What follows belongs to an exercise in optimizing a design on an open flow for small area, a short achievable clock period and few clock cycles per item; a production flow would make more cautious choices.
The RTL was checked by simulation tests, not by an equivalence proof against the original design.
No activity file was given, so power comes from the tool's default toggle rates.

main:
==> module rtc_seconds_to_calendar, before the edit <==
module rtc_seconds_to_calendar (
  input  logic          clk,
  input  logic          rst,
  input  logic          cmd_valid,
  output logic          cmd_stall,
  input  logic [72:0]   cmd,
  output logic          res_valid,
  input  logic          res_stall,
  output logic [56:0]   res
);
  logic        p0_valid, p1_valid, p2_valid;
  logic        p0_op, p1_op, p2_op;
  logic [31:0] p0_d;
  logic [38:0] p1_d;
  logic [21:0] p2_d;
  logic [39:0] set_d;
  logic        hold;
  logic        set_busy;
  assign hold      = res_valid && res_stall;
  assign set_busy  = (p0_valid && p0_op == rsc_pkg::OP_SET) || (p1_valid && p1_op == rsc_pkg::OP_SET);
  assign cmd_stall = res_stall || (cmd[72] == rsc_pkg::OP_SET && set_busy);
  always_ff @(posedge clk) begin
    if (rst) begin
      p0_valid  <= 1'b0;
      p1_valid  <= 1'b0;
      p2_valid  <= 1'b0;
      res_valid <= 1'b0;
    end else if (!hold) begin
      p0_valid  <= cmd_valid && !cmd_stall;
      p1_valid  <= p0_valid;
      p2_valid  <= p1_valid;
      res_valid <= p2_valid;
    end
  end
  always_ff @(posedge clk) begin
    if (!hold) begin
      p0_op <= cmd[72];
      p0_d  <= cmd[71:40];
    end
    if (cmd_valid && !cmd_stall && cmd[72] == rsc_pkg::OP_SET) begin
      set_d <= cmd[39:0];
    end
  end
  logic [11:0] ys, yc;
  logic [3:0]  na, nb;
  rsc_split u_split (
    .x  (p0_d[31:4]),
    .ys (ys),
    .yc (yc)
  );
  rsc_mod15 u_mod15 (
    .v  (p0_d[31:0]),
    .na (na),
    .nb (nb)
  );
  always_ff @(posedge clk) begin
    if (!hold) begin
      p1_op <= p0_op;
      p1_d  <= {nb, na, yc, ys, p0_d[6:0]};
    end
  end
  logic [11:0] y;
  logic [2:0]  d;
  logic [3:0]  n;
  logic [4:0]  kb;
  logic        hour0;
  logic        hour23;
  assign y = p1_d[18:7] + p1_d[30:19];
  assign d = p1_d[6:4] - y[2:0];
  rsc_mod15_fin u_fin (
    .na (p1_d[34:31]),
    .nb (p1_d[38:35]),
    .n  (n)
  );
  rsc_tabs u_tabs (
    .y      (y),
    .d      (d),
    .kb     (kb),
    .hour0  (hour0),
    .hour23 (hour23)
  );
  always_ff @(posedge clk) begin
    if (!hold) begin
      p2_op <= p1_op;
      p2_d  <= {hour23, hour0, kb, d, y[3:0], n, p1_d[3:0]};
    end
  end
  logic [4:0]  c_kb;
  logic [2:0]  c_d;
  logic [4:0]  c_hour;
  logic [5:0]  c_minute;
  logic [5:0]  c_second;
  logic        c_hour0;
  logic        c_hour23;
  logic [3:0]  c_n;
  logic [1:0]  c_v32;
  logic [3:0]  c_y;
  logic [5:0]  c_m17;
  assign c_v32    = p2_d[3:2];
  assign c_n      = p2_d[7:4];
  assign c_y      = p2_d[11:8];
  assign c_d      = p2_d[14:12];
  assign c_kb     = p2_d[19:15];
  assign c_hour0  = p2_d[20];
  assign c_hour23 = p2_d[21];
  assign c_second = {c_n, p2_d[1:0]};
  assign c_m17    = {c_n[1:0], c_n} - {c_v32, 2'b00, c_v32};
  assign c_minute = {c_m17[5:2] + c_kb[3:0] - c_y, c_m17[1:0]};
  rsc_hour u_hour (
    .kb   (c_kb),
    .d    (c_d),
    .hour (c_hour)
  );
  logic [13:0] year;
  logic [3:0]  month;
  logic [4:0]  day;
  logic        last23;
  logic        last_day;
  logic        is_set;
  logic        take;
  logic        live;
  logic        advance;
  logic [16:0] set_load;
  logic [4:0]  r_hour;
  logic [5:0]  r_minute;
  logic [5:0]  r_second;
  logic [16:0] r_load;
  assign is_set   = (p2_op == rsc_pkg::OP_SET);
  assign take     = p2_valid && !hold;
  assign live     = (year != 14'd0);
  assign advance  = live && last23 && last_day && c_hour0;
  always_comb begin
    case (month)
      4'd2:                    last_day = (day[4:2] == 3'b111) && (day[1:0] != 2'd0 || !leap);
      4'd4, 4'd6, 4'd9, 4'd11: last_day = (day[4:1] == 4'b1111);
      default:                 last_day = (day == 5'd31);
    endcase
  end
  assign set_load = (17'(set_d[16:12]) << 12) - (17'(set_d[16:12]) << 9) + (17'(set_d[16:12]) << 4)
                  + (17'(set_d[11:6]) << 6) - (17'(set_d[11:6]) << 2) + 17'(set_d[5:0]);
  logic [6:0]  r25_src;
  logic [6:0]  r25;
  logic        year_new;
  logic        leap;
  logic        set_leap;
  logic        cur_leap;
  logic [6:0]  r25_set;
  logic [6:0]  r25_cur;
  rsc_date u_r25_set (
    .w   (set_d[39:28]),
    .r25 (r25_set)
  );
  rsc_date u_r25_cur (
    .w   (year[13:2]),
    .r25 (r25_cur)
  );
  assign r25_src = (p1_valid && p1_op == rsc_pkg::OP_SET) ? r25_set : r25_cur;
  rsc_last_day u_set_leap (
    .year_lo  (set_d[29:26]),
    .r25      (r25),
    .month    (set_d[25:22]),
    .day      (set_d[21:17]),
    .leap     (set_leap),
    .last_day ()
  );
  rsc_last_day u_cur_leap (
    .year_lo  (year[3:0]),
    .r25      (r25),
    .month    (month),
    .day      (day),
    .leap     (cur_leap),
    .last_day ()
  );
  always_ff @(posedge clk) begin
    if (!hold) begin
      r25 <= r25_src;
      if (p2_valid && is_set) leap <= set_leap;
      else if (!year_new) leap <= cur_leap;
    end
  end
  always_ff @(posedge clk) begin
    if (!hold) year_new <= take && (is_set || advance);
  end
  always_ff @(posedge clk) begin
    if (rst) begin
      year   <= '0;
      month  <= '0;
      day    <= '0;
      last23 <= 1'b0;
    end else if (take) begin
      if (is_set) begin
        year  <= set_d[39:26];
        month <= set_d[25:22];
        day   <= set_d[21:17];
      end else begin
        if (advance) begin
          day <= 5'd1;
          if (month[3] && month[2]) begin
            month <= 4'd1;
            year  <= year + 14'd1;
          end else begin
            month <= month + 4'd1;
          end
        end else if (live && last23 && c_hour0) begin
          day <= day + 5'd1;
        end
        if (live) last23 <= c_hour23;
      end
    end
  end
  always_ff @(posedge clk) begin
    if (!hold) begin
      if (is_set) begin
        r_hour   <= set_d[16:12];
        r_minute <= set_d[11:6];
        r_second <= set_d[5:0];
        r_load   <= set_load;
      end else begin
        r_hour   <= c_hour;
        r_minute <= c_minute;
        r_second <= c_second;
        r_load   <= '0;
      end
    end
  end
  assign res = {year, month, day, r_hour, r_minute, r_second, r_load};
endmodule
export LEC_CHECK = 0
export ABC_CLOCK_PERIOD_IN_PS = 3000
export CAP_MARGIN = 20
export CORE_MARGIN = 2
export CORE_UTILIZATION = 40
export PLACE_DENSITY = 0.6
export SETUP_SLACK_MARGIN = 4.0
export SLEW_MARGIN = 20
create_clock -name core_clock -period 7.5 [get_ports {clk}]
standard.sh (not shown) runs the stock make flow with config.mk's settings and CLKGATE_MAP_FILE= SYNTH_SCRIPT=/design/flow/synth_recipe.tcl, a recipe that flattens the netlist after the stock synthesis.
==> flow/flow/run.sh <==
#!/bin/bash
# The standard layout (standard.sh), with the input and output port buffers made from
# sky130_fd_sc_hd__buf_1 instead of the cell buffer_ports picks by default.
set -euo pipefail
export BUFFER_PORTS_ARGS="-buffer_cell sky130_fd_sc_hd__buf_1"
bash standard.sh > standard.log 2>&1
Testbench counts of main, summed over its fixed seeds: cycles 32,174, items 32,000.
For the feature branch, these inputs were changed with respect to main:
--- a/flow/design.v
+++ b/flow/design.v
@@ -372,7 +372,7 @@
   logic        set_busy;
   assign hold      = res_valid && res_stall;
   assign set_busy  = (p0_valid && p0_op == rsc_pkg::OP_SET) || (p1_valid && p1_op == rsc_pkg::OP_SET);
-  assign cmd_stall = res_stall || (cmd[72] == rsc_pkg::OP_SET && set_busy);
+  assign cmd_stall = hold || (cmd[72] == rsc_pkg::OP_SET && set_busy);
   always_ff @(posedge clk) begin
     if (rst) begin
       p0_valid  <= 1'b0;
@@ -419,6 +419,7 @@
   logic [4:0]  kb;
   logic        hour0;
   logic        hour23;
+  logic [5:0]  pm;
   assign y = p1_d[18:7] + p1_d[30:19];
   assign d = p1_d[6:4] - y[2:0];
   rsc_mod15_fin u_fin (
@@ -433,10 +434,11 @@
     .hour0  (hour0),
     .hour23 (hour23)
   );
+  assign pm = {n[1:0], n} - {p1_d[3:2], 2'b00, p1_d[3:2]} - {y[3:0], 2'b00};
   always_ff @(posedge clk) begin
     if (!hold) begin
       p2_op <= p1_op;
-      p2_d  <= {hour23, hour0, kb, d, y[3:0], n, p1_d[3:0]};
+      p2_d  <= {hour23, hour0, kb, d, pm, n, p1_d[1:0]};
     end
   end
   logic [4:0]  c_kb;
@@ -446,20 +448,12 @@
   logic [5:0]  c_second;
   logic        c_hour0;
   logic        c_hour23;
-  logic [3:0]  c_n;
-  logic [1:0]  c_v32;
-  logic [3:0]  c_y;
-  logic [5:0]  c_m17;
-  assign c_v32    = p2_d[3:2];
-  assign c_n      = p2_d[7:4];
-  assign c_y      = p2_d[11:8];
+  assign c_second = p2_d[5:0];
   assign c_d      = p2_d[14:12];
   assign c_kb     = p2_d[19:15];
   assign c_hour0  = p2_d[20];
   assign c_hour23 = p2_d[21];
-  assign c_second = {c_n, p2_d[1:0]};
-  assign c_m17    = {c_n[1:0], c_n} - {c_v32, 2'b00, c_v32};
-  assign c_minute = {c_m17[5:2] + c_kb[3:0] - c_y, c_m17[1:0]};
+  assign c_minute = {p2_d[11:8] + c_kb[3:0], p2_d[7:6]};
   rsc_hour u_hour (
     .kb   (c_kb),
     .d    (c_d),
@@ -498,17 +492,10 @@
   logic        leap;
   logic        set_leap;
   logic        cur_leap;
-  logic [6:0]  r25_set;
-  logic [6:0]  r25_cur;
-  rsc_date u_r25_set (
-    .w   (set_d[39:28]),
-    .r25 (r25_set)
-  );
-  rsc_date u_r25_cur (
-    .w   (year[13:2]),
-    .r25 (r25_cur)
+  rsc_date u_r25 (
+    .w   ((p1_valid && p1_op == rsc_pkg::OP_SET) ? set_d[39:28] : year[13:2]),
+    .r25 (r25_src)
   );
-  assign r25_src = (p1_valid && p1_op == rsc_pkg::OP_SET) ? r25_set : r25_cur;
   rsc_last_day u_set_leap (
     .year_lo  (set_d[29:26]),
     .r25      (r25),
The feature branch falls short of main in hold slack.
The feature branch vs. main: sum of met2 wire segment lengths after detailed routing dropped about 4.4%, wire length dropped 1300 um, maximum frequency dropped 4.8%, final setup violation count barely changed, violation count after the first detailed-routing iteration climbed 31.
Count of plain and timing-repair buffers ends up higher on main.
Cell area | the feature branch vs main | the feature branch smaller
Of the feature branch and main, the feature branch shows the higher logic depth of the worst setup path including buffers, with main below it.
When the feature branch is measured against main, its total power draw turns out 690 uW higher.
Testbench counts of the feature branch, summed over its fixed seeds: cycles 32,174, items 32,000.

## afterwards: timing with drivers on the ports
How much do the figures lean on ideal ports? The routed layouts below were timed once more, with nothing changed but the port constraints.
Step 1 sets driving cells, clkbuf_16 on the clock port and buf_2 on the other inputs (assumed; they add their load-dependent delay and slew).
Step 2, shift: input delay + t, output delay - t, t = (earliest + latest rising clock arrival at the registers) / 2. This alone moves slack from input paths to output paths.
Three values: no drivers, after step 1, after step 2; two values: the first two.
run	t, ns	setup WS [ns]	slew at the worst register clock pin (ns)	pins driven straight from the clock port
main	0.583	4.017 / 3.988 / 3.798	0.06 / 0.06	1
the feature branch	0.578	3.842 / 3.842 / 3.717	0.06 / 0.06	1
After both steps every run listed still meets setup and hold. The setup slack of main, which loses most, moves by -0.029 ns with the drivers and by -0.219 ns with both steps.
